Background: an optimization exercise with open tools, aiming at a short achievable clock period. Do not read the settings as production practice.
In this exercise RTL edits were held to simulation tests only and were not proved equivalent to the original.
No activity file was given, so power comes from the tool's default toggle rates.

==> flow/design.v <==
package eth_frame_pkg;
    typedef logic [7:0]  byte_t;       
    typedef logic [47:0] mac_addr_t;
    typedef logic [31:0] ip_addr_t;
    typedef logic [15:0] word16_t;     
    typedef logic [15:0] len_t;        
    localparam word16_t ETH_TYPE_IPV4 = 16'h0800;
    localparam byte_t PREAMBLE_BYTE = 8'h55;
    localparam byte_t SFD_BYTE      = 8'hd5;
    localparam int PREAMBLE_LEN    = 8;    
    localparam int ETH_HDR_LEN     = 14;
    localparam int IP_ICMP_HDR_LEN = 28;   
    localparam int FCS_LEN         = 4;
    localparam int MIN_PAYLOAD_LEN = 18;
    localparam byte_t   IP_TTL        = 8'h80;
    localparam byte_t   IP_PROTO_ICMP = 8'd1;
    localparam word16_t IP_FLAGS_DF   = 16'h4000;   
    localparam byte_t ICMP_ECHO_REPLY = 8'd0;
endpackage
package icmp_tx_pkg;
    typedef struct packed {
        logic [47:0]   dest_mac;
        logic [31:0]    dest_ip;
        logic [15:0]     icmp_id;
        logic [15:0]     icmp_seq;
        logic [15:0]        payload_len;    
        logic [31:0] payload_sum;    
    } tx_request_t;
    typedef struct packed {
        logic [47:0]                      dest_mac;
        logic [47:0]                      src_mac;
        logic [28*8-1:0]        ip_icmp;
        logic [15:0]                           payload_len;
    } frame_hdr_t;
endpackage
module eth_crc32 (
    input  logic        clk,
    input  logic        rst_n,
    input  logic        crc_init,    
    input  logic        crc_hdr,     
    input  logic        crc_pay,     
    input  logic        crc_shift,   
    input  logic [7:0]  hdr_byte,
    input  logic [7:0]  pay_byte,
    output logic [31:0] crc_value
);
    localparam logic [31:0] CRC_POLY = 32'hedb8_8320;   
    function automatic logic [31:0] crc_tab(input logic [7:0] data);
        logic [31:0] c;
        c = {24'd0, data};
        for (int i = 0; i < 8; i++) begin
            if (c[0])
                c = (c >> 1) ^ CRC_POLY;
            else
                c = c >> 1;
        end
        crc_tab = c;
    endfunction
    logic [31:0] base;    
    assign base = {8'd0, crc_value[31:8]} ^ crc_tab(crc_value[7:0] ^ hdr_byte);
    always_ff @(posedge clk or negedge rst_n) begin
        if (!rst_n) begin
            crc_value <= '1;
        end else if (crc_pay) begin
            crc_value <= base ^ crc_tab(pay_byte);
        end else if (crc_init) begin
            crc_value <= '1;
        end else if (crc_hdr) begin
            crc_value <= base;
        end else if (crc_shift) begin
            crc_value <= {8'd0, crc_value[31:8]};
        end
    end
endmodule
module icmp_hdr_builder #(
    parameter logic [47:0] board_mac = 48'h00_11_22_33_44_55,
    parameter logic [31:0]  board_ip  = {8'd192, 8'd168, 8'd1, 8'd123}
) (
    input  logic                     clk,
    input  logic                     rst_n,
    input  logic                     start,
    input  icmp_tx_pkg::tx_request_t req,
    input  logic                     frame_end,    
    output logic                     busy,
    output logic [50*8-1:0]          hdr_img,      
    output logic                     hdr_valid,
    output logic                     len_nz,
    output logic [15:0]              len_m1
);
    localparam logic [7:0] IP_VER_IHL = 8'h45;   
    localparam logic [19:0] IP_CONST = 20'({IP_VER_IHL, 8'h00}) + 20'(eth_frame_pkg::IP_FLAGS_DF)
                                     + 20'({eth_frame_pkg::IP_TTL, eth_frame_pkg::IP_PROTO_ICMP})
                                     + 20'(board_ip[31:16]) + 20'(board_ip[15:0]);
    icmp_tx_pkg::tx_request_t req_q;
    logic        busy_q;
    logic        v1, v2, v3;
    logic        accept;
    logic [15:0] ip_id;       
    logic [15:0] total_len;
    logic [16:0] dip_sum;
    logic [16:0] icmp_a, icmp_b;
    logic [19:0] ip_sum;
    logic [17:0] icmp_sum;
    logic [15:0] ip_csum, icmp_csum;
    function automatic logic [15:0] fold2n(input logic [19:0] s);
        logic [16:0] f1;
        logic [16:0] f2;
        f1 = 17'(s[19:16]) + 17'(s[15:0]);
        f2 = 17'(f1[16]) + 17'(f1[15:0]);
        fold2n = ~f2[15:0];
    endfunction
    assign busy   = busy_q;
    assign accept = start & ~busy_q;
    always_ff @(posedge clk or negedge rst_n) begin
        if (!rst_n) begin
            busy_q    <= 1'b0;
            v1        <= 1'b0;
            v2        <= 1'b0;
            v3        <= 1'b0;
            hdr_valid <= 1'b0;
            ip_id     <= '0;
        end else begin
            busy_q    <= accept | (busy_q & ~frame_end);
            v1        <= accept;
            v2        <= v1;
            v3        <= v2;
            hdr_valid <= v3;
            if (accept)
                ip_id <= ip_id + 16'd1;   
        end
    end
    always_ff @(posedge clk) begin
        if (!busy_q)
            req_q <= req;
    end
    always_ff @(posedge clk) begin
        total_len <= req_q.payload_len + 16'(eth_frame_pkg::IP_ICMP_HDR_LEN);
        dip_sum   <= 17'(req_q.dest_ip[31:16]) + 17'(req_q.dest_ip[15:0]);
        icmp_a    <= 17'(req_q.icmp_id) + 17'(req_q.icmp_seq);
        icmp_b    <= 17'(req_q.payload_sum[30:16]) + 17'(req_q.payload_sum[15:0]);
        len_nz    <= (req_q.payload_len != '0);
        len_m1    <= req_q.payload_len - 16'd1;
        ip_sum    <= IP_CONST + 20'(total_len) + 20'(ip_id) + 20'(dip_sum);
        icmp_sum  <= 18'(icmp_a) + 18'(icmp_b);
        ip_csum   <= fold2n(ip_sum);
        icmp_csum <= fold2n(20'(icmp_sum));
    end
    assign hdr_img = {{7{eth_frame_pkg::PREAMBLE_BYTE}}, eth_frame_pkg::SFD_BYTE,
                      req_q.dest_mac, board_mac, eth_frame_pkg::ETH_TYPE_IPV4,
                      IP_VER_IHL, 8'h00, total_len,
                      ip_id, eth_frame_pkg::IP_FLAGS_DF,
                      eth_frame_pkg::IP_TTL, eth_frame_pkg::IP_PROTO_ICMP, ip_csum,
                      board_ip,
                      req_q.dest_ip,
                      eth_frame_pkg::ICMP_ECHO_REPLY, 8'h00, icmp_csum,
                      req_q.icmp_id, req_q.icmp_seq};
endmodule
module gmii_frame_sequencer (
    input  logic             clk,
    input  logic             rst_n,
    input  logic [50*8-1:0]  hdr_img,
    input  logic             hdr_valid,
    input  logic             len_nz,
    input  logic [15:0]      len_m1,
    input  logic [7:0]       payload_data,
    input  logic [31:0]      crc_value,
    output logic             payload_rd,
    output logic             gmii_tx_en,
    output logic [7:0]       gmii_txd,
    output logic             crc_init,
    output logic             crc_hdr,
    output logic             crc_pay,
    output logic             crc_shift,
    output logic [7:0]       hdr_byte,
    output logic             frame_end,
    output logic             tx_done
);
    logic [50*8-1:0] sr;
    logic [6:0]      pos;        
    logic            en_q;       
    logic            hc_q;       
    logic            data_q;     
    logic            ge67_q;     
    logic            rd_q;       
    logic [15:0]     rd_left;    
    logic            pay_q;      
    logic            fcs_q;      
    logic [3:0]      fcs_cnt;    
    logic            done_q;
    logic            last_data;
    assign last_data = data_q & ge67_q & ~rd_q;
    always_ff @(posedge clk or negedge rst_n) begin
        if (!rst_n) begin
            sr      <= '0;
            pos     <= '0;
            en_q    <= 1'b0;
            hc_q    <= 1'b0;
            data_q  <= 1'b0;
            ge67_q  <= 1'b0;
            rd_q    <= 1'b0;
            rd_left <= '0;
            pay_q   <= 1'b0;
            fcs_q   <= 1'b0;
            fcs_cnt <= '0;
            done_q  <= 1'b0;
        end else begin
            pay_q   <= rd_q;
            fcs_cnt <= {fcs_cnt[2:0], last_data};
            done_q  <= fcs_cnt[3];
            if (hdr_valid) begin
                sr     <= hdr_img;
                pos    <= '0;
                en_q   <= 1'b1;
                hc_q   <= 1'b0;
                data_q <= 1'b0;
                ge67_q <= 1'b0;
                fcs_q  <= 1'b0;
            end else begin
                sr <= {sr[49*8-1:0], 8'h00};
                if (en_q && pos != 7'd127)
                    pos <= pos + 7'd1;
                if (fcs_cnt[3])
                    en_q <= 1'b0;
                if (en_q && pos == 7'd7)
                    hc_q <= 1'b1;
                else if (pos == 7'd49)
                    hc_q <= 1'b0;
                if (hc_q && pos == 7'd49)
                    data_q <= 1'b1;
                else if (last_data)
                    data_q <= 1'b0;
                if (en_q && pos == 7'd66)
                    ge67_q <= 1'b1;
                if (last_data)
                    fcs_q <= 1'b1;
                else if (fcs_cnt[3])
                    fcs_q <= 1'b0;
            end
            if (en_q && pos == 7'd48 && len_nz) begin
                rd_q    <= 1'b1;
                rd_left <= len_m1;
            end else if (rd_q) begin
                if (rd_left == '0)
                    rd_q <= 1'b0;
                else
                    rd_left <= rd_left - 16'd1;
            end
        end
    end
    assign hdr_byte   = sr[50*8-1 -: 8];
    assign gmii_tx_en = en_q;
    assign payload_rd = rd_q;
    assign gmii_txd   = pay_q ? payload_data : (hdr_byte | ({8{fcs_q}} & ~crc_value[7:0]));
    assign crc_init   = hdr_valid;
    assign crc_hdr    = hc_q | data_q;
    assign crc_pay    = pay_q;
    assign crc_shift  = fcs_q;
    assign frame_end  = fcs_cnt[3];
    assign tx_done    = done_q;
endmodule
module icmp_tx_top #(
    parameter logic [47:0] board_mac = 48'h00_11_22_33_44_55,
    parameter logic [31:0]  board_ip  = {8'd192, 8'd168, 8'd1, 8'd123}
) (
    input  logic        clk,
    input  logic        rst_n,
    input  logic        start,
    input  logic [47:0] req_dest_mac,
    input  logic [31:0] req_dest_ip,
    input  logic [15:0] req_icmp_id,
    input  logic [15:0] req_icmp_seq,
    input  logic [15:0] req_payload_len,
    input  logic [31:0] req_payload_sum,
    input  logic [7:0]  payload_data,
    output logic        busy,
    output logic        payload_rd,
    output logic        gmii_tx_en,
    output logic [7:0]  gmii_txd,
    output logic        tx_done
);
    icmp_tx_pkg::tx_request_t req;
    logic [50*8-1:0] hdr_img;
    logic        hdr_valid;
    logic        len_nz;
    logic [15:0] len_m1;
    logic        frame_end;
    logic        crc_init;
    logic        crc_hdr;
    logic        crc_pay;
    logic        crc_shift;
    logic [7:0]  hdr_byte;
    logic [31:0] crc_value;
    assign req.dest_mac    = req_dest_mac;
    assign req.dest_ip     = req_dest_ip;
    assign req.icmp_id     = req_icmp_id;
    assign req.icmp_seq    = req_icmp_seq;
    assign req.payload_len = req_payload_len;
    assign req.payload_sum = req_payload_sum;
    icmp_hdr_builder #(
        .board_mac (board_mac),
        .board_ip  (board_ip)
    ) hdr_builder0 (
        .clk        (clk),
        .rst_n      (rst_n),
        .start      (start),
        .req        (req),
        .frame_end  (frame_end),
        .busy       (busy),
        .hdr_img    (hdr_img),
        .hdr_valid  (hdr_valid),
        .len_nz     (len_nz),
        .len_m1     (len_m1)
    );
    gmii_frame_sequencer frame_seq0 (
        .clk          (clk),
        .rst_n        (rst_n),
        .hdr_img      (hdr_img),
        .hdr_valid    (hdr_valid),
        .len_nz       (len_nz),
        .len_m1       (len_m1),
        .payload_data (payload_data),
        .crc_value    (crc_value),
        .payload_rd   (payload_rd),
        .gmii_tx_en   (gmii_tx_en),
        .gmii_txd     (gmii_txd),
        .crc_init     (crc_init),
        .crc_hdr      (crc_hdr),
        .crc_pay      (crc_pay),
        .crc_shift    (crc_shift),
        .hdr_byte     (hdr_byte),
        .frame_end    (frame_end),
        .tx_done      (tx_done)
    );
    eth_crc32 crc0 (
        .clk       (clk),
        .rst_n     (rst_n),
        .crc_init  (crc_init),
        .crc_hdr   (crc_hdr),
        .crc_pay   (crc_pay),
        .crc_shift (crc_shift),
        .hdr_byte  (hdr_byte),
        .pay_byte  (payload_data),
        .crc_value (crc_value)
    );
endmodule
==> flow/run.sh <==
#!/bin/bash
# synth_recipe.tcl (not shown) runs the flow's synth.tcl, then flattens the netlist and writes it again
# the make line also repeats each setting of config.mk as NAME=value (left out here)
make -C /OpenROAD-flow-scripts/flow DESIGN_CONFIG=/design/flow/config.mk WORK_HOME=/design/flow/orfs CLKGATE_MAP_FILE= SYNTH_SCRIPT=/design/flow/synth_recipe.tcl finish
==> flow/config.mk <==
export PLATFORM = sky130hd
export DESIGN_NAME = icmp_tx_top
export DESIGN_NICKNAME = icmp_tx_top
export VERILOG_FILES = /design/flow/design.v
export SDC_FILE = /design/flow/constraint.sdc
export NUM_CORES = 4
export LEC_CHECK = 0
export CAP_MARGIN = 20
export CORE_MARGIN = 2
export CORE_UTILIZATION = 40
export PLACE_DENSITY = 0.6
export SLEW_MARGIN = 20
==> flow/constraint.sdc <==
create_clock -name core_clock -period 5.2 [get_ports {clk}]
set_input_delay 1.0400 -clock core_clock [delete_from_list [all_inputs] [get_ports {clk}]]
set_output_delay 1.0400 -clock core_clock [all_outputs]
set_load 0.01 [all_outputs]
==> results of run 1 <==
worst max-delay path: cells and delay by family:
kind / cells / cell delay [ns]
AOI/OAI and AO/OA: 1 / 0.12
buffers and inverters: 2 / 1.34
and+or+nand+nor: 1 / 0.10
cell usage in the layout (no fill, tap or decap), types with 10 or more instances in the layout:
cell type / netlist / layout
dfrtp_1: 456 / 455
xnor2_1: 227 / 227
clkdlybuf4s50_1: 0 / 180
nor2b_1: 178 / 178
mux2_2: 169 / 169
edfxtp_1: 159 / 159
dfxtp_1: 153 / 153
inv_1: 136 / 135
nor2_1: 116 / 116
nand2_1: 115 / 115
ha_1: 100 / 100
clkbuf_16: 0 / 91
a21oi_1: 88 / 88
xor2_1: 80 / 80
or2_2: 70 / 70
o21ai_0: 50 / 50
nand3_1: 47 / 47
a21o_1: 38 / 38
dfstp_2: 32 / 32
nor3_1: 30 / 29
o21ai_1: 29 / 29
fa_1: 23 / 23
and3_1: 22 / 22
a211oi_1: 22 / 22
o21a_1: 16 / 16
and2_1: 16 / 16
clkinv_2: 0 / 16
nand2b_1: 15 / 15
clkbuf_1: 90 / 14
nor4_1: 13 / 13
a221oi_1: 13 / 13
buf_4: 0 / 13
a31oi_1: 12 / 12
or3_1: 12 / 12
clkinv_1: 1 / 12
xnor2_4: 10 / 10
cells by family (layout without fill, tap and decap cells):
kind of cell    count (synthesis)  count (layout)  synth area share, %
xor+xnor                      328             328                9.455
fa+ha+maj                     123             123                5.080
other cells                     0               1                    0
simple gates                  668             668                10.54
mux                           171             171                5.708
compound gates                355             355                6.975
flops                         800             800                59.63
buf+inv                       234             500                2.618
state kept, by name, summed over array words and instances (netlist names), 17 cells and up:
register               flops
hdr_builder0.req_q       159
frame_seq0.sr            400
hdr_builder0.ip_sum       19
crc0.crc_value            32
hdr_builder0.dip_sum      17
hdr_builder0.icmp_a       17
hdr_builder0.icmp_b       17
hdr_builder0.icmp_sum     18
report_power, final:
part	internal (mW)	total [mW]	switching, mW
logic	3.92	8.04	4.12
registers	8.10	8.97	0.867
clock network	3.67	6.27	2.60
path summary, 6_finish.rpt:
kind,cells past startpoint,end,from
max in group asynchronous,2,frame_seq0.pos[1]$_DFFE_PN0P_,rst_n
hold / removal,0,frame_seq0.fcs_cnt[1]$_DFF_PN0_,frame_seq0.fcs_cnt[0]$_DFF_PN0_
hold reg to reg,0,frame_seq0.fcs_cnt[1]$_DFF_PN0_,frame_seq0.fcs_cnt[0]$_DFF_PN0_
setup / recovery,4,gmii_txd[0],payload_data[0]
setup reg to reg,10,hdr_builder0.icmp_csum[15]$_DFF_P_,hdr_builder0.icmp_sum[2]$_DFF_P_
min in group asynchronous,1,hdr_builder0.ip_id[6]$_DFFE_PN0P_,rst_n
cell type report:
cell class | instances | area (um^2)
fillers | 7415 | 43870
flip-flops and latches | 800 | 20090
multi-input cells | 1645 | 12730
clock buffers | 115 | 2459
repair buffers | 199 | 2014
well taps | 1080 | 1351
inverters | 137 | 519.2
clock inverters | 49 | 514.2
diodes | 1 | 2.502
per-layer routing:
metal / track usage (%) / up-vias / routed length (um)
met4: 5.973 / 0 / 2349
li1: - / 9482 / -
met3: 2.779 / 135 / 2877
met5: 0 / - / 0
met2: 27.60 / 405 / 34250
met1: 22.44 / 9827 / 32050
==> results.toml, run 1 <==
[die]
initial_utilization_pct = 40.32
die_y_um = 294.2
rows = 106
dieWidth_um = 294.2
core_region_area_mm2 = 0.08356
die_area_mm2 = 0.08657
io-pin-count = 183

[yosys]
synth-edff-count = 159
synth_top_area_share_pct = 33.87
yosysMostFrequentCell = "dfrtp_1"
yosys_most_used_dff = "dfrtp_1"
ys.warnings.count = 3
synth_fp_nets = 2973
syn_area_mm2 = 0.03369
synth-seq-cells = 800
synth_cell_type_count = 76
synthTopCellsByArea = "dfrtp_1, edfxtp_1, dfxtp_1"
yosysSeqAreaShare_pct = 59.63
syn_inst = 2679
synth_common_cells = "dfrtp_1, xnor2_1, nor2b_1"
yosysTopAreaCell = "dfrtp_1"
avgSynthCellArea_um2 = 12.58
ys_async_sr_fraction_pct = 61.00

[placement]
port_buffers = 181
routabilityCongestion = 0.8602
dpl_worst_slack_ns = 1.555
place_inst = 3861
post-dp-hpwl_um = 49190
placed_area_mm2 = 0.03671

[cts]
cts_resized = 0
clock-sinks = 800
cts-hold-fix-buffers = 0
numCtsBuffers = 87
cts_max_level = 3
clock_path_buffers = 3
clk_latency_ns = 0.65
post_cts_buffers = 0
clock-root-buffer = "clkbuf_16"
clk_pin_slew_worst_paths_ns = 0.06
cts_tree = "yes"

[detailed_routing]
postRouteAntennaNets = 0
wl_um = 71530
via_per_inst = 4.930
drtPass1Iterations = 7
drc = 0
wl_per_cell_um = 17.77
via_count = 19849
drt_iter0_markers = 1289

[worst_setup_path]
critPathKind = "input port to output pin"
cp_data_required_time_ns = 4.16
crit_chain = "clkdlybuf4s50_1 -> nand2_1 -> o21ai_0 -> clkdlybuf4s50_1"
crit_top_cell = "clkdlybuf4s50_1"
max_stage_delay_ns = 0.77
crit_fanout = 6
endpoint_kind = "output pin"
cp-start-kind = "input port"
cpMaxStageDelayCell = "clkdlybuf4s50_1"
r2r_slack_ns = 1.66
crit_arrival_ns = 2.59

[worst_hold_path]
hold_class = "flop to flop"

[timing]
finalSetupTns_ns = 0
finalHoldViolations = 0
worst_pin_slew_ns = 1.069
finalSetupViolations = 0
fin_crit_sh_pct = 69.86
slew_violations = 0
slew_headroom_pct = 28.49
setup_ws_ns = 1.567
fin_crit_ns = 3.633
skew_ns = 0.02613
rsz0062_at_grt = "false"
fmax_ghz = 0.2753
timing.hold.ws_ns = 0.3310

[pwr]
powerDensity_mw_per_mm2 = 586.4
total_power_mw = 23.27
irDropWorstVdd_uv = 418.1
leakagePower_nw = 17.09

[cells_and_area]
fin_cells = 4026
fin_nets = 3164
drive_gt1_share_pct = 15.52
area_growth_pct = 17.80
fin_area_mm2 = 0.03969
postLayoutCoreUtil_pct = 47.50

[grt]
grt_pass1_vias = 20686
grt_usage_pct = 16.79
antenna_found_initial = 1
overflow = 0
grt_max_degree = 179
grt_pass1_wl_um = 114000

[status]
status = "timing/DRC/antenna clean"

[run]
cap_violations = 0
==> run 2: changes to the inputs <==
--- a/flow/config.mk
+++ b/flow/config.mk
@@ -6,7 +6,9 @@
 export NUM_CORES = 4
 export LEC_CHECK = 0
+export ABC_CLOCK_PERIOD_IN_PS = 2500
 export CAP_MARGIN = 20
 export CORE_MARGIN = 2
 export CORE_UTILIZATION = 40
 export PLACE_DENSITY = 0.6
+export SETUP_SLACK_MARGIN = 2.6
 export SLEW_MARGIN = 20
==> results.toml, run 2 <==
[status]
status = "timing/DRC/antenna clean"

[cts]
clk_pin_slew_worst_paths_ns = 0.06
cts_max_level = 3
cts-hold-fix-buffers = 0
clk_latency_ns = 0.65
clock_path_buffers = 3
numCtsBuffers = 86
clock-sinks = 800
clock-root-buffer = "clkbuf_16"
cts_tree = "yes"

[yosys]
synth_cell_type_count = 76
syn_inst = 2679
yosysMostFrequentCell = "dfrtp_1"
yosys_most_used_dff = "dfrtp_1"
synth_top_area_share_pct = 33.87
synthTopCellsByArea = "dfrtp_1, edfxtp_1, dfxtp_1"
yosysTopAreaCell = "dfrtp_1"
yosysSeqAreaShare_pct = 59.63
ys_async_sr_fraction_pct = 61.00
syn_area_mm2 = 0.03369
synth_common_cells = "dfrtp_1, xnor2_1, nor2b_1"
synth_fp_nets = 2973
avgSynthCellArea_um2 = 12.58
synth-seq-cells = 800
synth-edff-count = 159
ys.warnings.count = 3

[grt]
use_met1_pct = 22.86
met3_usage_pct = 2.787
antenna_found_initial = 2
grt_usage_pct = 17.28
grt_pass1_wl_um = 117600
grt_max_degree = 143
use_met2_pct = 28.91
overflow = 0
grt_pass1_vias = 21192
busiest_layer = "met2"

[die]
die_y_um = 294.2
die_area_mm2 = 0.08657
rows = 106
initial_utilization_pct = 40.32
core_region_area_mm2 = 0.08356
io-pin-count = 183
dieWidth_um = 294.2

[placement]
place_inst = 3857
port_buffers = 181
routabilityCongestion = 0.8810
post-dp-hpwl_um = 48930
dpl_worst_slack_ns = 1.529

[cells_and_area]
fillers = 7305
seqCellArea_mm2 = 0.02013
top_regs = "frame_seq0.sr x400, hdr_builder0.req_q x159, crc0.crc_value x32"
largest_register_ffs = 400
mostFrequentLayoutCells = "dfrtp_1, xnor2_1, nor2b_1, mux2_2, clkdlybuf4s50_1"
top_register = "frame_seq0.sr"
multi_input_area_mm2 = 0.01359
fin_cells = 4079
fin_nets = 3220
area_growth_pct = 21.65
layout_commonest_cell = "dfrtp_1"
drive_gt1_share_pct = 21.58

[worst_setup_path]
crit_fanout = 3
endpoint_kind = "flop"
cp-start-kind = "flop"
critPathKind = "flop to flop"
crit_arrival_ns = 3.64
cp_data_required_time_ns = 5.73

[timing]
slew_headroom_pct = 41.17
timing.hold.ws_ns = 0.3130
fin_crit_ns = 3.113
rsz0062_at_grt = "true"
finalHoldViolations = 0
finalSetupTns_ns = 0
fmax_ghz = 0.3212
slew_violations = 0
skew_ns = 0.03487
setup_ws_ns = 2.087
worst_pin_slew_ns = 0.8825
finalSetupViolations = 0
fin_crit_sh_pct = 59.87

[pwr]
total_power_mw = 23.95
leakagePower_nw = 17.51
powerDensity_mw_per_mm2 = 584.3
irDropWorstVdd_uv = 404.0

[detailed_routing]
wl_um = 73960
postRouteAntennaNets = 0
drtPass1Iterations = 7
via_per_inst = 4.998
drc = 0
wl_per_cell_um = 18.13
drt_iter0_markers = 1035
via_count = 20386

[worst_hold_path]
hold_class = "flop to flop"

[run]
cap_violations = 0
[run 2: cell counts after synthesis]
No cell type changed its count.
[run 2: logic make-up (layout without fill, tap and decap cells)]
| logic type | count (synthesis) | in the layout | synth area share, % |
|---|---|---|---|
| other cells | 0 | 1 | 0 |
| compound gates | 355 | 355 | 6.975 |
| buf+inv | 234 | 552 | 2.618 |
| xor+xnor | 328 | 328 | 9.455 |
| simple gates | 668 | 669 | 10.54 |
| flops | 800 | 800 | 59.63 |
| mux | 171 | 171 | 5.708 |
| fa+ha+maj | 123 | 123 | 5.080 |
[run 2: final cells by class]
type | instances | area share (%)
diodes | 1 | 0.006105
clock buffers | 121 | 5.876
clock inverters | 39 | 1.062
inverters | 137 | 1.264
multi-input cells | 1646 | 33.15
flip-flops and latches | 800 | 49.11
well taps | 1080 | 3.297
repair buffers | 255 | 6.234
[run 2: path summary, 6_finish.rpt]
| kind | slack (ns) | cells past startpoint | start | to |
|---|---|---|---|---|
| setup / recovery | 2.09 | 13 | hdr_builder0.total_len[3]$_DFF_P_ | hdr_builder0.ip_sum[16]$_DFF_P_ |
| max in group asynchronous | 3.64 | 2 | rst_n | frame_seq0.fcs_q$_DFFE_PN0P_ |
| hold reg to reg | 0.31 | 0 | frame_seq0.fcs_cnt[0]$_DFF_PN0_ | frame_seq0.fcs_cnt[1]$_DFF_PN0_ |
| hold / removal | 0.31 | 0 | frame_seq0.fcs_cnt[0]$_DFF_PN0_ | frame_seq0.fcs_cnt[1]$_DFF_PN0_ |
| min in group asynchronous | 0.37 | 1 | rst_n | frame_seq0.sr[183]$_DFF_PN0_ |
| setup reg to reg | 2.09 | 13 | hdr_builder0.total_len[3]$_DFF_P_ | hdr_builder0.ip_sum[16]$_DFF_P_ |
[run 2: critical path: stages, from the launching register on]
cell      delay [ns]
dfxtp_4         0.36
and3_4          0.20
nor2_4          0.08
nor2_2          0.04
or4_4           0.47
xnor2_2         0.16
fa_1            0.51
inv_2           0.05
ha_4            0.23
a21oi_2         0.13
nor2b_2         0.06
o21bai_4        0.18
a221o_1         0.36
xor2_1          0.16
[run 2: repair_timing]
| item | CTS | global route |
|---|---|---|
| buffers inserted | 34 | 25 |
| endpoints found under the setup margin | 94 | 61 |
| gates cloned | 2 | 0 |
| pin swaps | 28 | 42 |
| endpoints found under the hold margin | 0 | 0 |
| resized for setup | 132 | 86 |
[run 2: metal layers]
metal	share of wire, %	vias up
met5	0	-
met4	2.8	0
met3	3.9	123
met2	49	420
met1	44	10231
li1	-	9612
[run 2: where the power goes]
part	leakage [nW]	switching [mW]	total, mW	internal [mW]
registers	8.95	0.903	9.01	8.11
logic	7.18	4.53	8.92	4.39
clock network	1.38	2.54	6.02	3.48
total	17.5	7.97	24.0	16.0
[run 2: stage by stage]
step / area, um^2 / util, %
final: 40990 / 49.05
after global routing: 40980 / 49.05
after CTS: 40350 / 48.29
after detailed placement: 36920 / 44.18
after global placement: 36900 / 44.16
after floorplan: 33920 / -
==> run 3: changes to the inputs <==
--- a/flow/config.mk
+++ b/flow/config.mk
@@ -6,9 +6,9 @@
 export NUM_CORES = 4
 export LEC_CHECK = 0
-export ABC_CLOCK_PERIOD_IN_PS = 2500
+export ABC_CLOCK_PERIOD_IN_PS = 2200
 export CAP_MARGIN = 20
 export CORE_MARGIN = 2
 export CORE_UTILIZATION = 40
 export PLACE_DENSITY = 0.6
-export SETUP_SLACK_MARGIN = 2.6
+export SETUP_SLACK_MARGIN = 3.0
 export SLEW_MARGIN = 20
==> results.toml, run 3 <==
[status]
status = "timing/DRC/antenna clean"

[worst_setup_path]
r2r-start = "hdr_builder0.total_len[2]$_DFF_P_"
max_stage_delay_ns = 0.51
cp-startpoint = "hdr_builder0.total_len[2]$_DFF_P_"
cp_data_required_time_ns = 5.73
endpoint_kind = "flop"
crit_chain = "and3_4 -> nor2_1 -> nor2_1 -> or4_4 -> xnor2_2 -> fa_1 -> inv_2 -> ha_4 -> a21oi_2 -> nor2b_2 -> o21bai_4 -> a221o_1 -> xor2_1"
crit_arrival_ns = 3.69
r2r-end = "hdr_builder0.ip_sum[16]$_DFF_P_"
r2r_slack_ns = 2.04
crit_top_cell = "nor2_1"
endpoint = "hdr_builder0.ip_sum[16]$_DFF_P_"
critPathKind = "flop to flop"
cp-start-kind = "flop"
reg2reg_depth = 13
cpMaxStageDelayCell = "fa_1"
crit_fanout = 5

[timing]
fin_crit_ns = 3.159
finalSetupTns_ns = 0
fin_crit_sh_pct = 60.75
skew_ns = 0.03592
finalSetupViolations = 0
rsz0062_at_grt = "true"
slew_headroom_pct = 43.05
worst_pin_slew_ns = 0.8542
fmax_ghz = 0.3166
finalHoldViolations = 0
slew_violations = 0

[cells_and_area]
fin_nets = 3347
top_regs = "frame_seq0.sr x400, hdr_builder0.req_q x159, crc0.crc_value x32"
top_register = "frame_seq0.sr"
postLayoutCoreUtil_pct = 52.24
area_growth_pct = 29.55
layout_commonest_cell = "dfrtp_1"
largest_register_ffs = 400
fin_cells = 4208
antenna_cells = 0
mostFrequentLayoutCells = "dfrtp_1, xnor2_1, nor2b_1, mux2_2, clkdlybuf4s50_1"
drive_gt1_share_pct = 30.56
fillers = 6983

[cts]
clock-sinks = 800
cts_tree = "yes"
clock-root-buffer = "clkbuf_16"
clock_path_buffers = 3
clk_latency_ns = 0.65
clk_pin_slew_worst_paths_ns = 0.06
cts_max_level = 3
numCtsBuffers = 88

[yosys]
syn_inst = 2679
yosysTopAreaCell = "dfrtp_1"
synth_fp_nets = 2973
ys.warnings.count = 3
synth_common_cells = "dfrtp_1, xnor2_1, nor2b_1"
synth_top_area_share_pct = 33.87
yosysMostFrequentCell = "dfrtp_1"
yosys_most_used_dff = "dfrtp_1"
syn_area_mm2 = 0.03369
ys_async_sr_fraction_pct = 61.00
avgSynthCellArea_um2 = 12.58
synth-seq-cells = 800
synth-edff-count = 159
yosysSeqAreaShare_pct = 59.63
synthTopCellsByArea = "dfrtp_1, edfxtp_1, dfxtp_1"
synth_cell_type_count = 76

[grt]
met3_usage_pct = 2.832
grt_usage_pct = 17.81
grt_pass1_vias = 21876
busiest_layer = "met2"
antenna_found_initial = 1
grt_max_degree = 150
use_met1_pct = 23.24
overflow = 0
grt_pass1_wl_um = 121100
use_met2_pct = 30.03

[run]
cap_violations = 0

[detailed_routing]
via_per_inst = 4.996
postRouteAntennaNets = 0
drtPass1Iterations = 6
drt_iter0_markers = 1161
wl_um = 78290
via_count = 21022
drc = 0
wl_per_cell_um = 18.61

[die]
die_area_mm2 = 0.08657
core_region_area_mm2 = 0.08356
dieWidth_um = 294.2
die_y_um = 294.2
io-pin-count = 183
rows = 106
initial_utilization_pct = 40.32

[worst_hold_path]
hold_class = "flop to flop"

[pwr]
powerDensity_mw_per_mm2 = 620.9
irDropWorstVdd_uv = 539.9
leakagePower_nw = 18.63

[placement]
routabilityCongestion = 0.8727
port_buffers = 181
post-dp-hpwl_um = 49450
place_inst = 3861
==> run 3: worst min-delay path by stage <==
stage	start	to	slack (ns)	cells past startpoint
4_1_cts	frame_seq0.fcs_cnt[2]$_DFF_PN0_	frame_seq0.fcs_cnt[3]$_DFF_PN0_	0.36	0
6_report	frame_seq0.fcs_cnt[2]$_DFF_PN0_	frame_seq0.fcs_cnt[3]$_DFF_PN0_	0.35	0
3_3_place_gp	hdr_builder0.v3$_DFF_PN0_	hdr_builder0.hdr_valid$_DFF_PN0_	0.34	0
3_5_place_dp	hdr_builder0.v3$_DFF_PN0_	hdr_builder0.hdr_valid$_DFF_PN0_	0.34	0
2_1_floorplan	frame_seq0.fcs_cnt[0]$_DFF_PN0_	frame_seq0.fcs_cnt[1]$_DFF_PN0_	0.33	0
5_1_grt	frame_seq0.fcs_cnt[2]$_DFF_PN0_	frame_seq0.fcs_cnt[3]$_DFF_PN0_	0.36	0
==> run 3: worst max-delay path, delay by kind of cell, from the launching register on <==
family                     cells  cell delay [ns]
and+or+nand+nor                5             0.86
adders and majority gates      2             0.77
AOI/OAI and AO/OA              3             0.68
DFF                            1             0.36
xor gates and xnor gates       2             0.33
buffers and inverters          1             0.05
==> run 3: cell families (layout without fill, tap and decap cells) <==
family / Yosys count / in the layout / share of synthesized area, %
fa+ha+maj: 123 / 123 / 5.080
buf+inv: 234 / 682 / 2.618
xor+xnor: 328 / 328 / 9.455
compound gates: 355 / 355 / 6.975
flops: 800 / 800 / 59.63
mux: 171 / 171 / 5.708
simple gates: 668 / 669 / 10.54
==> run 3: metal layers <==
metal / up-vias / share of wire, %
met5: - / 0.020
met4: 2 / 3.5
met3: 170 / 3.9
met2: 478 / 49
met1: 10518 / 43
li1: 9854 / -
==> run 3: power by group <==
group | leakage (nW) | switching, mW | internal (mW)
Clock | 1.54 | 2.59 | 4.03
Sequential | 8.95 | 0.891 | 8.12
Combinational | 8.14 | 5.47 | 6.01
Total | 18.6 | 8.95 | 18.2
==> run 3: what timing repair did <==
action	in CTS	in global routing
resized for setup	263	166
setup endpoints to repair	290	208
pin swaps	101	96
hold endpoints to repair	0	0
hold buffers	0	0
gates cloned	3	2
setup buffers	105	72
==> run 3: per-stage QoR <==
step           instance area, um^2  worst slack, ns  hold WS, ns  power (mW)
2_1_floorplan                34460            2.040       0.3312       15.56
3_3_place_gp                 37340            1.397       0.3369       17.31
3_5_place_dp                 37340            1.400       0.3379       17.45
4_1_cts                      42240            2.068       0.3556       25.48
5_1_grt                      43650            1.918       0.3579       28.52
6_report                     43650            2.041       0.3535       27.10
==> run 3: area by class of cell <==
cell class | count | area, um^2 | share of cell area (%)
sequential | 800 | 20150 | 46.16
timing repair buffer | 379 | 3679 | 8.428
timing repair inverter | 1 | 5.005 | 0.01147
clock buffer | 127 | 2580 | 5.911
clock inverter | 38 | 569.3 | 1.304
multi-input combinational | 1646 | 14800 | 33.90
inverter | 137 | 520.5 | 1.192
tap | 1080 | 1351 | 3.096
==> run 4: changes to the inputs <==
--- a/flow/design.v
+++ b/flow/design.v
@@ -85,11 +85,13 @@
     output logic [50*8-1:0]          hdr_img,      
     output logic                     hdr_valid,
+    output logic [15:0]              ip_csum_o,
+    output logic [15:0]              icmp_csum_o,
     output logic                     len_nz,
     output logic [15:0]              len_m1
 );
     localparam logic [7:0] IP_VER_IHL = 8'h45;   
-    localparam logic [19:0] IP_CONST = 20'({IP_VER_IHL, 8'h00}) + 20'(eth_frame_pkg::IP_FLAGS_DF)
-                                     + 20'({eth_frame_pkg::IP_TTL, eth_frame_pkg::IP_PROTO_ICMP})
-                                     + 20'(board_ip[31:16]) + 20'(board_ip[15:0]);
+    localparam logic [17:0] IP_CONST = 18'({IP_VER_IHL, 8'h00}) + 18'(eth_frame_pkg::IP_FLAGS_DF)
+                                     + 18'({eth_frame_pkg::IP_TTL, eth_frame_pkg::IP_PROTO_ICMP})
+                                     + 18'(board_ip[31:16]) + 18'(board_ip[15:0]);
     icmp_tx_pkg::tx_request_t req_q;
     logic        busy_q;
@@ -100,14 +102,10 @@
     logic [16:0] dip_sum;
     logic [16:0] icmp_a, icmp_b;
-    logic [19:0] ip_sum;
-    logic [17:0] icmp_sum;
+    logic [16:0] ip_p;
+    logic [17:0] ip_q;
+    logic [17:0] icmp_t;
+    logic [18:0] ip_sum;
+    logic [16:0] ip_f1, icmp_f1;
     logic [15:0] ip_csum, icmp_csum;
-    function automatic logic [15:0] fold2n(input logic [19:0] s);
-        logic [16:0] f1;
-        logic [16:0] f2;
-        f1 = 17'(s[19:16]) + 17'(s[15:0]);
-        f2 = 17'(f1[16]) + 17'(f1[15:0]);
-        fold2n = ~f2[15:0];
-    endfunction
     assign busy   = busy_q;
     assign accept = start & ~busy_q;
@@ -141,17 +139,23 @@
         len_nz    <= (req_q.payload_len != '0);
         len_m1    <= req_q.payload_len - 16'd1;
-        ip_sum    <= IP_CONST + 20'(total_len) + 20'(ip_id) + 20'(dip_sum);
-        icmp_sum  <= 18'(icmp_a) + 18'(icmp_b);
-        ip_csum   <= fold2n(ip_sum);
-        icmp_csum <= fold2n(20'(icmp_sum));
+        ip_p      <= 17'(total_len) + 17'(ip_id);
+        ip_q      <= 18'(dip_sum) + 18'(IP_CONST);
+        icmp_t    <= 18'(icmp_a) + 18'(icmp_b);
+        ip_sum    <= 19'(ip_p) + 19'(ip_q);
+        icmp_f1   <= 17'(icmp_t[17:16]) + 17'(icmp_t[15:0]);
+        ip_f1     <= 17'(ip_sum[18:16]) + 17'(ip_sum[15:0]);
+        icmp_csum <= ~(icmp_f1[15:0] + 16'(icmp_f1[16]));
+        ip_csum   <= ~(ip_f1[15:0] + 16'(ip_f1[16]));
     end
+    assign ip_csum_o   = ip_csum;
+    assign icmp_csum_o = icmp_csum;
     assign hdr_img = {{7{eth_frame_pkg::PREAMBLE_BYTE}}, eth_frame_pkg::SFD_BYTE,
                       req_q.dest_mac, board_mac, eth_frame_pkg::ETH_TYPE_IPV4,
                       IP_VER_IHL, 8'h00, total_len,
                       ip_id, eth_frame_pkg::IP_FLAGS_DF,
-                      eth_frame_pkg::IP_TTL, eth_frame_pkg::IP_PROTO_ICMP, ip_csum,
+                      eth_frame_pkg::IP_TTL, eth_frame_pkg::IP_PROTO_ICMP, 16'h0000,   
                       board_ip,
                       req_q.dest_ip,
-                      eth_frame_pkg::ICMP_ECHO_REPLY, 8'h00, icmp_csum,
+                      eth_frame_pkg::ICMP_ECHO_REPLY, 8'h00, 16'h0000,   
                       req_q.icmp_id, req_q.icmp_seq};
 endmodule
@@ -161,4 +165,6 @@
     input  logic [50*8-1:0]  hdr_img,
     input  logic             hdr_valid,
+    input  logic [15:0]      ip_csum,
+    input  logic [15:0]      icmp_csum,
     input  logic             len_nz,
     input  logic [15:0]      len_m1,
@@ -218,4 +224,8 @@
             end else begin
                 sr <= {sr[49*8-1:0], 8'h00};
+                if (en_q && pos == 7'd7) begin
+                    sr[(49-25)*8 +: 16] <= ip_csum;
+                    sr[(49-37)*8 +: 16] <= icmp_csum;
+                end
                 if (en_q && pos != 7'd127)
                     pos <= pos + 7'd1;
@@ -282,4 +292,6 @@
     logic [50*8-1:0] hdr_img;
     logic        hdr_valid;
+    logic [15:0] ip_csum;
+    logic [15:0] icmp_csum;
     logic        len_nz;
     logic [15:0] len_m1;
@@ -309,4 +321,6 @@
         .hdr_img    (hdr_img),
         .hdr_valid  (hdr_valid),
+        .ip_csum_o  (ip_csum),
+        .icmp_csum_o(icmp_csum),
         .len_nz     (len_nz),
         .len_m1     (len_m1)
@@ -317,4 +331,6 @@
         .hdr_img      (hdr_img),
         .hdr_valid    (hdr_valid),
+        .ip_csum      (ip_csum),
+        .icmp_csum    (icmp_csum),
         .len_nz       (len_nz),
         .len_m1       (len_m1),
--- a/flow/config.mk
+++ b/flow/config.mk
@@ -6,9 +6,9 @@
 export NUM_CORES = 4
 export LEC_CHECK = 0
-export ABC_CLOCK_PERIOD_IN_PS = 2200
+export ABC_CLOCK_PERIOD_IN_PS = 2300
 export CAP_MARGIN = 20
 export CORE_MARGIN = 2
 export CORE_UTILIZATION = 40
 export PLACE_DENSITY = 0.6
-export SETUP_SLACK_MARGIN = 3.0
+export SETUP_SLACK_MARGIN = 2.9
 export SLEW_MARGIN = 20
==> results.toml, run 4 <==
[cells_and_area]
layout_commonest_cell = "dfrtp_1"
fillers = 7420
top_register = "frame_seq0.sr"
multi_input_area_mm2 = 0.01360
largest_register_ffs = 400
fin_cells = 4279
fin_nets = 3340
top_regs = "frame_seq0.sr x400, hdr_builder0.req_q x159, crc0.crc_value x32"
area_growth_pct = 23.73
seqCellArea_mm2 = 0.02148
mostFrequentLayoutCells = "dfrtp_1, dfxtp_1, xnor2_1, nor2b_1, clkdlybuf4s50_1"
antenna_cells = 0
fin_area_mm2 = 0.04297
drive_gt1_share_pct = 21.41

[worst_setup_path]
cp-start-kind = "flop"
max_stage_delay_ns = 0.45
cpMaxStageDelayCell = "dfrtp_2"
endpoint_kind = "output pin"
cp_data_required_time_ns = 4.16
crit_arrival_ns = 1.71
crit_fanout = 5
crit_chain = "buf_12 -> buf_8 -> a21oi_4 -> o21ai_1 -> buf_2"
critPathKind = "flop to output pin"

[die]
die_area_mm2 = 0.08918
core_region_area_mm2 = 0.08635
dieWidth_um = 298.6
io-pin-count = 183
initial_utilization_pct = 40.21
die_y_um = 298.6
rows = 108

[pwr]
total_power_mw = 25.55
powerDensity_mw_per_mm2 = 594.7
irDropWorstVdd_uv = 391.7
leakagePower_nw = 18.58

[yosys]
yosysTopAreaCell = "dfrtp_1"
synth_common_cells = "dfrtp_1, xnor2_1, dfxtp_1"
synth-seq-cells = 869
avgSynthCellArea_um2 = 12.73
synth-edff-count = 159
ys_async_sr_fraction_pct = 56.16
synth_top_area_share_pct = 32.86
syn_inst = 2728
syn_area_mm2 = 0.03472
yosysMostFrequentCell = "dfrtp_1"
muxShareOfSynthArea_pct = 4.529
synthAdderAreaFrac_pct = 4.713
synthSimpleGateAreaFrac_pct = 10.91
ys.warnings.count = 3
synth_fp_nets = 3025
synth_cell_type_count = 70
synth_xor_area_share_pct = 9.768
yosysSeqAreaShare_pct = 61.83
synthTopCellsByArea = "dfrtp_1, edfxtp_1, dfxtp_1"
synth_compound_area_share_pct = 6.623
yosys_most_used_dff = "dfrtp_1"
synth_top_family_by_area = "simple AND/OR/NAND/NOR gates"

[timing]
skew_ns = 0.02786
finalHoldViolations = 0
rsz0062_at_grt = "true"
timing.hold.ws_ns = 0.3256
fmax_ghz = 0.3636
slew_violations = 0
finalSetupViolations = 0
worst_pin_slew_ns = 0.8240
finalSetupTns_ns = 0
fin_crit_sh_pct = 52.88
fin_crit_ns = 2.750
slew_headroom_pct = 45.07

[grt]
overflow = 0
grt_usage_pct = 15.94
grt_pass1_vias = 21399
grt_max_degree = 128
grt_pass1_wl_um = 114100
antenna_found_initial = 1

[placement]
port_buffers = 181
placed_area_mm2 = 0.03811
routabilityCongestion = 0.8623
place_inst = 3996
post-dp-hpwl_um = 46560

[cts]
clk_latency_ns = 0.65
clock_path_buffers = 3
cts_max_level = 3
cts_tree = "yes"
numCtsBuffers = 94
clock-root-buffer = "clkbuf_16"
clock-sinks = 869
clk_pin_slew_worst_paths_ns = 0.06

[run]
cap_violations = 0

[detailed_routing]
drc = 0
postRouteAntennaNets = 0
via_per_inst = 4.824
drt_iter0_markers = 996
drtPass1Iterations = 5
wl_per_cell_um = 16.73
via_count = 20643
wl_um = 71580

[worst_hold_path]
hold_class = "flop to flop"

[status]
status = "timing/DRC/antenna clean"
-- run 4: cell count changes in the layout (fill, tap and decap cells not counted), sizes merged, moves of 13 or more --
cell | before | now
mux2i | 2 | 21
ha | 100 | 118
nand4 | 9 | 22
dfxtp | 153 | 222
nand2 | 115 | 160
fa | 23 | 8
buf | 213 | 142
xor2 | 84 | 119
mux2 | 169 | 121
a21oi | 90 | 117
nor2b | 178 | 194
a211oi | 22 | 7
inv | 139 | 65
-- run 4: worst paths after layout --
path,start,end,slack (ns),depth (start not counted)
min in group asynchronous,rst_n,frame_seq0.rd_left[8]$_DFFE_PN0P_,0.37,1
hold / removal,hdr_builder0.dip_sum[0]$_DFF_P_,hdr_builder0.ip_q[0]$_DFF_P_,0.33,0
hold reg to reg,hdr_builder0.dip_sum[0]$_DFF_P_,hdr_builder0.ip_q[0]$_DFF_P_,0.33,0
setup reg to reg,hdr_builder0.req_q[16]$_DFFE_PN_,hdr_builder0.icmp_b[14]$_DFF_P_,2.54,9
max in group asynchronous,rst_n,frame_seq0.sr[2]$_DFF_PN0_,3.59,2
setup / recovery,frame_seq0.fcs_q$_DFFE_PN0P_,gmii_txd[6],2.45,5
-- run 4: cell type report --
cell class | count | share of cell area (%)
sequential | 869 | 50.00
multi-input combinational | 1711 | 31.66
timing repair buffer | 306 | 6.788
clock buffer | 133 | 6.287
tap | 1155 | 3.364
clock inverter | 44 | 1.357
inverter | 61 | 0.5417
-- run 4: metal layers --
layer | up-vias | track usage, % | wire length, um | share of wire (%)
li1 | 9952 | - | - | -
met2 | 341 | 27.84 | 36320 | 51
met1 | 10218 | 20.32 | 31090 | 43
met3 | 130 | 2.668 | 2387 | 3.3
met4 | 2 | 4.630 | 1774 | 2.5
met5 | - | 0 | 13 | 0.018
-- run 4: timing repair --
action | CTS | global route
setup endpoints to repair | 88 | 94
pin swaps | 42 | 56
resized for setup | 167 | 83
buffers inserted | 54 | 50
gates cloned | 1 | 1
hold buffers | 0 | 0
-- run 4: kinds of logic after synthesis --
logic type	Yosys count
flip-flops	869
AND/OR/NAND/NOR	716
AO/OA/AOI/OAI	367
XOR/XNOR	359
buffers and inverters	149
multiplexers	142
adder cells (fa/ha/maj)	126
-- run 4: where the power goes --
part	internal (mW)	total, mW	switching [mW]	leakage [nW]
clock	4.15	6.91	2.76	1.61
combinational	4.50	8.81	4.31	7.35
sequential	8.89	9.83	0.942	9.61
-- run 4: stage by stage --
stage / setup WS, ns / utilization, %
after CTS: 2.397 / 48.81
after floorplan: 2.040 / -
after detailed placement: 1.521 / 44.14
after global routing: 2.369 / 49.76
final: 2.450 / 49.76
after global placement: 1.529 / 44.14
-- run 4: critical path: cells and delay by family, from the launching register on --
family / cells / cell delay, ns
DFF: 1 / 0.45
buffers and inverters: 3 / 0.43
AOI/OAI and AO/OA: 2 / 0.19
==> run 5: changes to the inputs <==
--- a/flow/design.v
+++ b/flow/design.v
@@ -43,5 +43,6 @@
     input  logic [7:0]  hdr_byte,
     input  logic [7:0]  pay_byte,
-    output logic [31:0] crc_value
+    output logic [31:0] crc_value,
+    output logic [31:0] crc_next     
 );
     localparam logic [31:0] CRC_POLY = 32'hedb8_8320;   
@@ -59,16 +60,21 @@
     logic [31:0] base;    
     assign base = {8'd0, crc_value[31:8]} ^ crc_tab(crc_value[7:0] ^ hdr_byte);
+    always_comb begin
+        if (crc_pay)
+            crc_next = base ^ crc_tab(pay_byte);
+        else if (crc_init)
+            crc_next = '1;
+        else if (crc_hdr)
+            crc_next = base;
+        else if (crc_shift)
+            crc_next = {8'd0, crc_value[31:8]};
+        else
+            crc_next = crc_value;
+    end
     always_ff @(posedge clk or negedge rst_n) begin
-        if (!rst_n) begin
-            crc_value <= '1;
-        end else if (crc_pay) begin
-            crc_value <= base ^ crc_tab(pay_byte);
-        end else if (crc_init) begin
+        if (!rst_n)
             crc_value <= '1;
-        end else if (crc_hdr) begin
-            crc_value <= base;
-        end else if (crc_shift) begin
-            crc_value <= {8'd0, crc_value[31:8]};
-        end
+        else
+            crc_value <= crc_next;
     end
 endmodule
@@ -171,4 +177,5 @@
     input  logic [7:0]       payload_data,
     input  logic [31:0]      crc_value,
+    input  logic [31:0]      crc_next,
     output logic             payload_rd,
     output logic             gmii_tx_en,
@@ -182,5 +189,6 @@
     output logic             tx_done
 );
-    logic [50*8-1:0] sr;
+    logic [49*8-1:0] sr;         
+    logic [7:0]      byte_q;     
     logic [6:0]      pos;        
     logic            en_q;       
@@ -195,8 +203,21 @@
     logic            done_q;
     logic            last_data;
+    logic            fcs_next;
     assign last_data = data_q & ge67_q & ~rd_q;
+    assign fcs_next  = last_data | fcs_cnt[0] | fcs_cnt[1] | fcs_cnt[2];
+    always_ff @(posedge clk) begin
+        if (hdr_valid) begin
+            sr <= hdr_img[49*8-1:0];
+        end else begin
+            sr <= {sr[48*8-1:0], 8'h00};
+            if (en_q && pos == 7'd7) begin
+                sr[(48-24)*8 +: 16] <= ip_csum;
+                sr[(48-36)*8 +: 16] <= icmp_csum;
+            end
+        end
+    end
     always_ff @(posedge clk or negedge rst_n) begin
         if (!rst_n) begin
-            sr      <= '0;
+            byte_q  <= '0;
             pos     <= '0;
             en_q    <= 1'b0;
@@ -212,8 +233,11 @@
         end else begin
             pay_q   <= rd_q;
+            fcs_q   <= fcs_next;
             fcs_cnt <= {fcs_cnt[2:0], last_data};
             done_q  <= fcs_cnt[3];
+            byte_q  <= ({8{hdr_valid}} & hdr_img[50*8-1 -: 8])
+                     | ({8{en_q}} & sr[49*8-1 -: 8])
+                     | ({8{fcs_next}} & ~crc_next[7:0]);
             if (hdr_valid) begin
-                sr     <= hdr_img;
                 pos    <= '0;
                 en_q   <= 1'b1;
@@ -221,11 +245,5 @@
                 data_q <= 1'b0;
                 ge67_q <= 1'b0;
-                fcs_q  <= 1'b0;
             end else begin
-                sr <= {sr[49*8-1:0], 8'h00};
-                if (en_q && pos == 7'd7) begin
-                    sr[(49-25)*8 +: 16] <= ip_csum;
-                    sr[(49-37)*8 +: 16] <= icmp_csum;
-                end
                 if (en_q && pos != 7'd127)
                     pos <= pos + 7'd1;
@@ -242,8 +260,4 @@
                 if (en_q && pos == 7'd66)
                     ge67_q <= 1'b1;
-                if (last_data)
-                    fcs_q <= 1'b1;
-                else if (fcs_cnt[3])
-                    fcs_q <= 1'b0;
             end
             if (en_q && pos == 7'd48 && len_nz) begin
@@ -258,8 +272,8 @@
         end
     end
-    assign hdr_byte   = sr[50*8-1 -: 8];
+    assign hdr_byte   = byte_q;
     assign gmii_tx_en = en_q;
     assign payload_rd = rd_q;
-    assign gmii_txd   = pay_q ? payload_data : (hdr_byte | ({8{fcs_q}} & ~crc_value[7:0]));
+    assign gmii_txd   = ({8{pay_q}} & payload_data) | byte_q;
     assign crc_init   = hdr_valid;
     assign crc_hdr    = hc_q | data_q;
@@ -303,4 +317,5 @@
     logic [7:0]  hdr_byte;
     logic [31:0] crc_value;
+    logic [31:0] crc_next;
     assign req.dest_mac    = req_dest_mac;
     assign req.dest_ip     = req_dest_ip;
@@ -337,4 +352,5 @@
         .payload_data (payload_data),
         .crc_value    (crc_value),
+        .crc_next     (crc_next),
         .payload_rd   (payload_rd),
         .gmii_tx_en   (gmii_tx_en),
@@ -357,5 +373,6 @@
         .hdr_byte  (hdr_byte),
         .pay_byte  (payload_data),
-        .crc_value (crc_value)
+        .crc_value (crc_value),
+        .crc_next  (crc_next)
     );
 endmodule
==> results.toml, run 5 <==
[status]
status = "timing/DRC/antenna clean"

[yosys]
synthAdderAreaFrac_pct = 4.971
ys_async_sr_fraction_pct = 11.05
avgSynthCellArea_um2 = 11.94
synthTopCellsByArea = "dfxtp_1, edfxtp_1, xnor2_1"
syn_inst = 2756
synthSimpleGateAreaFrac_pct = 12.27
synth_top_area_share_pct = 37.34
yosysMostFrequentCell = "dfxtp_1"
synth-edff-count = 159
synth_cell_type_count = 74
synth_compound_area_share_pct = 7.165
synth_common_cells = "dfxtp_1, nor2b_1, xnor2_1"
synth_fp_nets = 3053
yosys_most_used_dff = "dfxtp_1"
synth_xor_area_share_pct = 9.932
muxShareOfSynthArea_pct = 4.785
ys.warnings.count = 3
syn_area_mm2 = 0.03292
yosysTopAreaCell = "dfxtp_1"
synth_top_family_by_area = "simple AND/OR/NAND/NOR gates"
synth-seq-cells = 869
yosysSeqAreaShare_pct = 59.26

[cells_and_area]
fillers = 7238
drive_gt1_share_pct = 20.53
mostFrequentLayoutCells = "dfxtp_1, nor2b_1, xnor2_1, nand2_1, clkdlybuf4s50_1"
top_regs = "frame_seq0.sr x392, hdr_builder0.req_q x159, crc0.crc_value x32"
largest_register_ffs = 392
area_growth_pct = 22.86
layout_commonest_cell = "dfxtp_1"
multi_input_area_mm2 = 0.01374
top_register = "frame_seq0.sr"
antenna_cells = 0
seqCellArea_mm2 = 0.01953
fin_nets = 3338

[cts]
clk_latency_ns = 0.64
clk_pin_slew_worst_paths_ns = 0.06
clock-root-buffer = "clkbuf_16"
cts_max_level = 3
clock_path_buffers = 3
cts-hold-fix-buffers = 0
cts_tree = "yes"
clock-sinks = 869
numCtsBuffers = 92

[worst_setup_path]
cp-start-kind = "flop"
crit_family = "flip-flops"
r2r-end = "crc0.crc_value[19]$_DFFE_PN1P_"
crit_arrival_ns = 1.70
cpMaxStageDelayCell = "dfrtp_4"
r2r-start = "frame_seq0.byte_q[5]$_DFF_PN0_"
reg2reg_depth = 7
critPathKind = "flop to output pin"
r2r_slack_ns = 2.59
max_stage_delay_ns = 0.50
cp_data_required_time_ns = 4.16
crit_fanout = 7
endpoint_kind = "output pin"
critPathBufInv = 3
crit_chain = "buf_6 -> buf_12 -> a21o_1 -> buf_2"

[grt]
overflow = 0
grt_usage_pct = 16.10
grt_max_degree = 170
grt_pass1_vias = 20459
antenna_found_initial = 0
grt_pass1_wl_um = 109400

[pwr]
leakagePower_nw = 16.44
clock_power_share_pct = 26.0
comb_power_share_pct = 34.0
powerDensity_mw_per_mm2 = 611.3
irDropWorstVdd_uv = 472.9
pwr-share-seq_pct = 40.0
power_switching_mw = 7.676
internal_power_mw = 17.05
swShare_pct = 31.05

[timing]
fin_crit_ns = 2.737
fin_crit_sh_pct = 52.64
finalSetupTns_ns = 0
fmax_ghz = 0.3653
finalSetupViolations = 0
finalHoldViolations = 0
slew_violations = 0
rsz0062_at_grt = "true"
skew_ns = 0.02069
worst_pin_slew_ns = 1.049
slew_headroom_pct = 30.05
setup_ws_ns = 2.463

[worst_hold_path]
hold_class = "flop to flop"
min_delay_path_depth = 0
min_to = "hdr_builder0.ip_q[0]$_DFF_P_"
min-delay-start = "hdr_builder0.dip_sum[0]$_DFF_P_"

[run]
cap_violations = 0

[die]
dieWidth_um = 290.9
initial_utilization_pct = 40.28
io-pin-count = 183
die_y_um = 290.9
rows = 105
core_region_area_mm2 = 0.08172
die_area_mm2 = 0.08461

[placement]
port_buffers = 181
routabilityCongestion = 0.8874
post-dp-hpwl_um = 45420
dpl_worst_slack_ns = 1.572

[detailed_routing]
wl_um = 69190
via_per_inst = 4.829
drt_iter0_markers = 995
drtPass1Iterations = 5
wl_per_cell_um = 16.53
via_count = 20221
drc = 0
postRouteAntennaNets = 0
run 5: cell types whose count changed in the layout (fill, tap and decap cells not counted), sizes merged, moves of 7 or more:
cell and delta:
nor3 +18, a211oi +16, inv -11, a2111oi -8
nor2 +25, nand2 +13, dfrtp -392, buf -23
a22oi +11, xnor2 -28, dfxtp +392, a21oi -12
and2 +7
run 5: worst max path at each step:
| stage | startpoint | slack [ns] | cells past startpoint | to |
|---|---|---|---|---|
| floorplan | hdr_builder0.busy_q$_DFF_PN0_ | 2.04 | 1 | hdr_builder0.req_q[0]$_DFFE_PN_ |
| global placement | payload_data[3] | 1.57 | 3 | gmii_txd[3] |
| detailed placement | payload_data[3] | 1.57 | 3 | gmii_txd[3] |
| CTS | frame_seq0.pay_q$_DFF_PN0_ | 2.42 | 4 | gmii_txd[5] |
| global route | frame_seq0.pay_q$_DFF_PN0_ | 2.40 | 4 | gmii_txd[5] |
| finish | frame_seq0.pay_q$_DFF_PN0_ | 2.46 | 4 | gmii_txd[5] |
run 5: final cells by class:
| class | instances | area share [%] |
|---|---|---|
| inverter | 48 | 0.4548 |
| clock buffer | 128 | 6.531 |
| clock inverter | 42 | 0.9374 |
| tap | 1070 | 3.310 |
| multi-input combinational | 1747 | 33.97 |
| sequential | 869 | 48.30 |
| timing repair buffer | 283 | 6.497 |
run 5: cells by family (layout without fill, tap and decap cells):
group / count (synthesis) / after routing
xor gates and xnor gates: 332 / 332
adders and majority gates: 126 / 126
DFF: 869 / 869
muxes: 142 / 142
AOI/OAI and AO/OA: 371 / 371
and+or+nand+nor: 776 / 776
buffers and inverters: 140 / 501
run 5: layer usage:
metal  vias up  share of wire (%)  GRT usage (%)
met2       398                 51          28.81
met4         0                3.0          5.548
met3       142                3.9          2.840
met5         -                  0              0
li1      10028                  -              -
met1      9653                 42          19.45
run 5: stage by stage:
stage	utilization (%)	power, mW	cell area [um^2]	instances	hold WS [ns]
after floorplan	-	16.03	33200	2756	0.3096
after global placement	44.06	17.58	36000	3929	0.3219
after detailed placement	44.06	17.74	36000	3929	0.3233
after CTS	48.50	24.57	39640	4139	0.3338
after global routing	49.49	26.24	40440	4187	0.3497
final	49.49	24.72	40440	4187	0.3293
run 5: power groups by stage:
stage,Combinational (mW),Sequential [mW],Clock [mW]
2_1_floorplan,6.36,9.66,0
3_3_place_gp,7.58,10.0,0
3_5_place_dp,7.73,10.0,0
4_1_cts,8.02,9.89,6.66
5_1_grt,9.22,10.1,6.93
6_report,8.40,9.88,6.44
run 5: timing repair:
item / 4_1_cts / 5_1_grt
cloned: 1 / 0
resized for setup: 175 / 78
buffers inserted: 39 / 48
setup endpoints to repair: 84 / 66
pin swaps: 60 / 67
==> run 6: changes to the inputs <==
--- a/flow/design.v
+++ b/flow/design.v
@@ -59,8 +59,10 @@
     endfunction
     logic [31:0] base;    
+    logic [7:0]  pay_m;   
     assign base = {8'd0, crc_value[31:8]} ^ crc_tab(crc_value[7:0] ^ hdr_byte);
+    assign pay_m = {8{crc_pay}} & pay_byte;
     always_comb begin
         if (crc_pay)
-            crc_next = base ^ crc_tab(pay_byte);
+            crc_next = base ^ crc_tab(pay_m);
         else if (crc_init)
             crc_next = '1;
@@ -199,4 +201,5 @@
     logic [15:0]     rd_left;    
     logic            pay_q;      
+    logic            pay_c;      
     logic            fcs_q;      
     logic [3:0]      fcs_cnt;    
@@ -228,4 +231,5 @@
             rd_left <= '0;
             pay_q   <= 1'b0;
+            pay_c   <= 1'b0;
             fcs_q   <= 1'b0;
             fcs_cnt <= '0;
@@ -233,4 +237,5 @@
         end else begin
             pay_q   <= rd_q;
+            pay_c   <= rd_q & en_q;   
             fcs_q   <= fcs_next;
             fcs_cnt <= {fcs_cnt[2:0], last_data};
@@ -278,5 +283,5 @@
     assign crc_init   = hdr_valid;
     assign crc_hdr    = hc_q | data_q;
-    assign crc_pay    = pay_q;
+    assign crc_pay    = pay_c;
     assign crc_shift  = fcs_q;
     assign frame_end  = fcs_cnt[3];
==> results.toml, run 6 <==
[timing]
rsz0062_at_grt = "true"
skew_ns = 0.02754
fmax_ghz = 0.3853
slew_violations = 0
finalHoldViolations = 0
worst_pin_slew_ns = 0.8827
finalSetupViolations = 0
fin_crit_sh_pct = 49.91
finalSetupTns_ns = 0
fin_crit_ns = 2.596
slew_headroom_pct = 41.16

[cells_and_area]
layout_commonest_cell = "dfxtp_1"
seqCellArea_mm2 = 0.01956
top_regs = "frame_seq0.sr x392, hdr_builder0.req_q x159, crc0.crc_value x32"
fin_cells = 4112
multi_input_area_mm2 = 0.01343
area_growth_pct = 23.54
top_register = "frame_seq0.sr"
drive_gt1_share_pct = 20.26
fillers = 7050
fin_nets = 3274
mostFrequentLayoutCells = "dfxtp_1, xnor2_1, nor2b_1, nand2_1, clkdlybuf4s50_1"
largest_register_ffs = 392
fin_area_mm2 = 0.04029

[detailed_routing]
drt_iter0_markers = 940
via_count = 19995
drtPass1Iterations = 5
wl_um = 67620
postRouteAntennaNets = 0
drc = 0
via_per_inst = 4.863
wl_per_cell_um = 16.44

[pwr]
pwr-share-seq_pct = 40.2
leakagePower_nw = 16.37
irDropWorstVdd_uv = 372.7
swShare_pct = 30.68
powerDensity_mw_per_mm2 = 610.1
internal_power_mw = 17.04
comb_power_share_pct = 33.2
power_switching_mw = 7.543
clock_power_share_pct = 26.6

[yosys]
ys_async_sr_fraction_pct = 11.15
yosys_most_used_dff = "dfxtp_1"
syn_area_mm2 = 0.03262
ys.warnings.count = 3
synth_top_area_share_pct = 37.69
synth_common_cells = "dfxtp_1, xnor2_1, nor2b_1"
synth_cell_type_count = 78
yosysMostFrequentCell = "dfxtp_1"
synth_fp_nets = 3007
yosysSeqAreaShare_pct = 59.89
avgSynthCellArea_um2 = 12.04
synth-seq-cells = 870
syn_inst = 2710
synth-edff-count = 159
yosysTopAreaCell = "dfxtp_1"
synthTopCellsByArea = "dfxtp_1, edfxtp_1, xnor2_1"

[grt]
grt_pass1_vias = 20503
overflow = 0
grt_usage_pct = 16.06
antenna_found_initial = 2
grt_max_degree = 184
grt_pass1_wl_um = 107300

[cts]
cts_max_level = 3
cts_tree = "yes"
clock_path_buffers = 3
clk_pin_slew_worst_paths_ns = 0.06
numCtsBuffers = 90
clock-root-buffer = "clkbuf_16"
clk_latency_ns = 0.63
clock-sinks = 870

[placement]
routabilityCongestion = 0.8327
place_inst = 3866
port_buffers = 181
post-dp-hpwl_um = 44240
placed_area_mm2 = 0.03567

[die]
rows = 104
io-pin-count = 183
initial_utilization_pct = 40.43
dieWidth_um = 289.5
die_area_mm2 = 0.08384
core_region_area_mm2 = 0.08068
die_y_um = 289.5

[worst_setup_path]
r2r-start = "hdr_builder0.icmp_b[0]$_DFF_P_"
crit_arrival_ns = 3.15
critPathKind = "flop to flop"
cp-start-kind = "flop"
r2r_slack_ns = 2.60
cp_data_required_time_ns = 5.76
reg2reg_depth = 9
crit_fanout = 2
endpoint_kind = "flop"
r2r-end = "hdr_builder0.icmp_t[16]$_DFF_P_"

[worst_hold_path]
min_to = "hdr_builder0.ip_q[1]$_DFF_P_"
min_delay_path_depth = 0
hold_class = "flop to flop"
min-delay-start = "hdr_builder0.dip_sum[1]$_DFF_P_"

[run]
cap_violations = 0

[status]
status = "timing/DRC/antenna clean"
-- run 6: how the worst max path moves through the flow --
stage	end	slack (ns)	from	cells after the start
2_1_floorplan	hdr_builder0.req_q[0]$_DFFE_PN_	2.04	hdr_builder0.busy_q$_DFF_PN0_	1
3_3_place_gp	gmii_txd[0]	1.44	payload_data[0]	3
3_5_place_dp	gmii_txd[0]	1.41	payload_data[0]	3
4_1_cts	hdr_builder0.icmp_t[16]$_DFF_P_	2.56	hdr_builder0.icmp_b[0]$_DFF_P_	9
5_1_grt	hdr_builder0.icmp_t[16]$_DFF_P_	2.51	hdr_builder0.icmp_b[0]$_DFF_P_	9
6_report	hdr_builder0.icmp_t[16]$_DFF_P_	2.60	hdr_builder0.icmp_b[0]$_DFF_P_	9
-- run 6: what timing repair did --
| item | 4_1_cts | 5_1_grt |
|---|---|---|
| hold buffers | 0 | 0 |
| gates cloned | 1 | 0 |
| pin swaps | 49 | 49 |
| gates resized for setup | 203 | 92 |
| hold endpoints to repair | 0 | 0 |
| endpoints found under the setup margin | 218 | 96 |
| setup buffers | 45 | 32 |
-- run 6: power by group through the flow --
stage / Clock (mW) / Combinational (mW) / Sequential (mW)
after floorplan: 0 / 5.70 / 9.64
after global placement: 0 / 6.84 / 9.96
after detailed placement: 0 / 7.04 / 9.98
after CTS: 6.75 / 7.54 / 9.89
after global routing: 7.01 / 8.96 / 10.1
final: 6.54 / 8.17 / 9.87
-- run 6: layout make-up --
type,count,share of cell area (%)
Sequential cell,870,48.55
Multi-Input combinational cell,1691,33.34
Clock buffer,131,6.661
Timing Repair Buffer,269,6.624
Tap cell,1060,3.292
Clock inverter,35,1.015
Inverter,55,0.5217
Antenna cell,1,0.006211
-- run 6: through the flow --
stage	util [%]	power (mW)	hold WS, ns	setup WS [ns]
finish	49.94	24.58	0.3246	2.604
global route	49.94	26.04	0.3289	2.506
CTS	49.02	24.19	0.3279	2.559
detailed placement	44.21	17.02	0.3135	1.413
global placement	44.20	16.79	0.3188	1.441
floorplan	-	15.33	0.3096	2.040
-- run 6: cell families after synthesis --
group	after synthesis	synth area share [%]
xor+xnor	343	9.690
flops	870	59.89
simple gates	711	11.60
compound gates	371	7.308
buf+inv	149	1.726
mux	140	4.761
fa+ha+maj	126	5.018
-- run 6: metal layers --
metal	vias to the layer above	track usage, %	part of all wire, %
li1	9821	-	-
met1	9650	19.26	42
met2	378	28.34	51
met3	144	2.841	3.7
met4	2	6.731	3.6
met5	-	0	0.019
-- run 6: worst max-delay path: stages, from the launching register on --
cell      delay, ns
dfxtp_2        0.32
ha_4           0.16
fa_2           0.35
a21o_1         0.17
a311o_1        0.29
a211o_1        0.32
a211oi_4       0.24
a211oi_2       0.11
or4b_1         0.47
nand3_1        0.09

## what the ideal ports hide
Ports are ideal in the flow. The routed layouts listed here were re-timed in OpenROAD.
Step 1 assumes that a clkbuf_16 drives the clock port and a buf_2 every other input.
Step 2 moves the port delays by t, midway between the first and last clock arrival at a register: inputs arrive t later, outputs are due t later. That takes back most of the time a late clock gives input paths.
Slacks: no drivers / after step 1 / after step 2; pairs: no drivers / after step 1.
run	t, ns	setup slack, ns	worst setup path at the end	worst data-port slew with drivers (ns)
run 1	0.698	1.567 / 1.541 / 1.541	input to output	0.10
run 2	0.695	2.087 / 2.087 / 2.087	register to register	0.09
run 3	0.699	2.041 / 2.041 / 2.041	register to register	0.11
run 4	0.696	2.450 / 2.389 / 2.325	input to register	0.07
run 5	0.691	2.463 / 2.400 / 2.336	input to register	0.07
run 6	0.678	2.604 / 2.569 / 2.341	input to register	0.07
After both steps setup and hold are still met in every run listed. The setup slack of run 6, which loses most, moves by -0.035 ns with the drivers and by -0.263 ns with both steps.
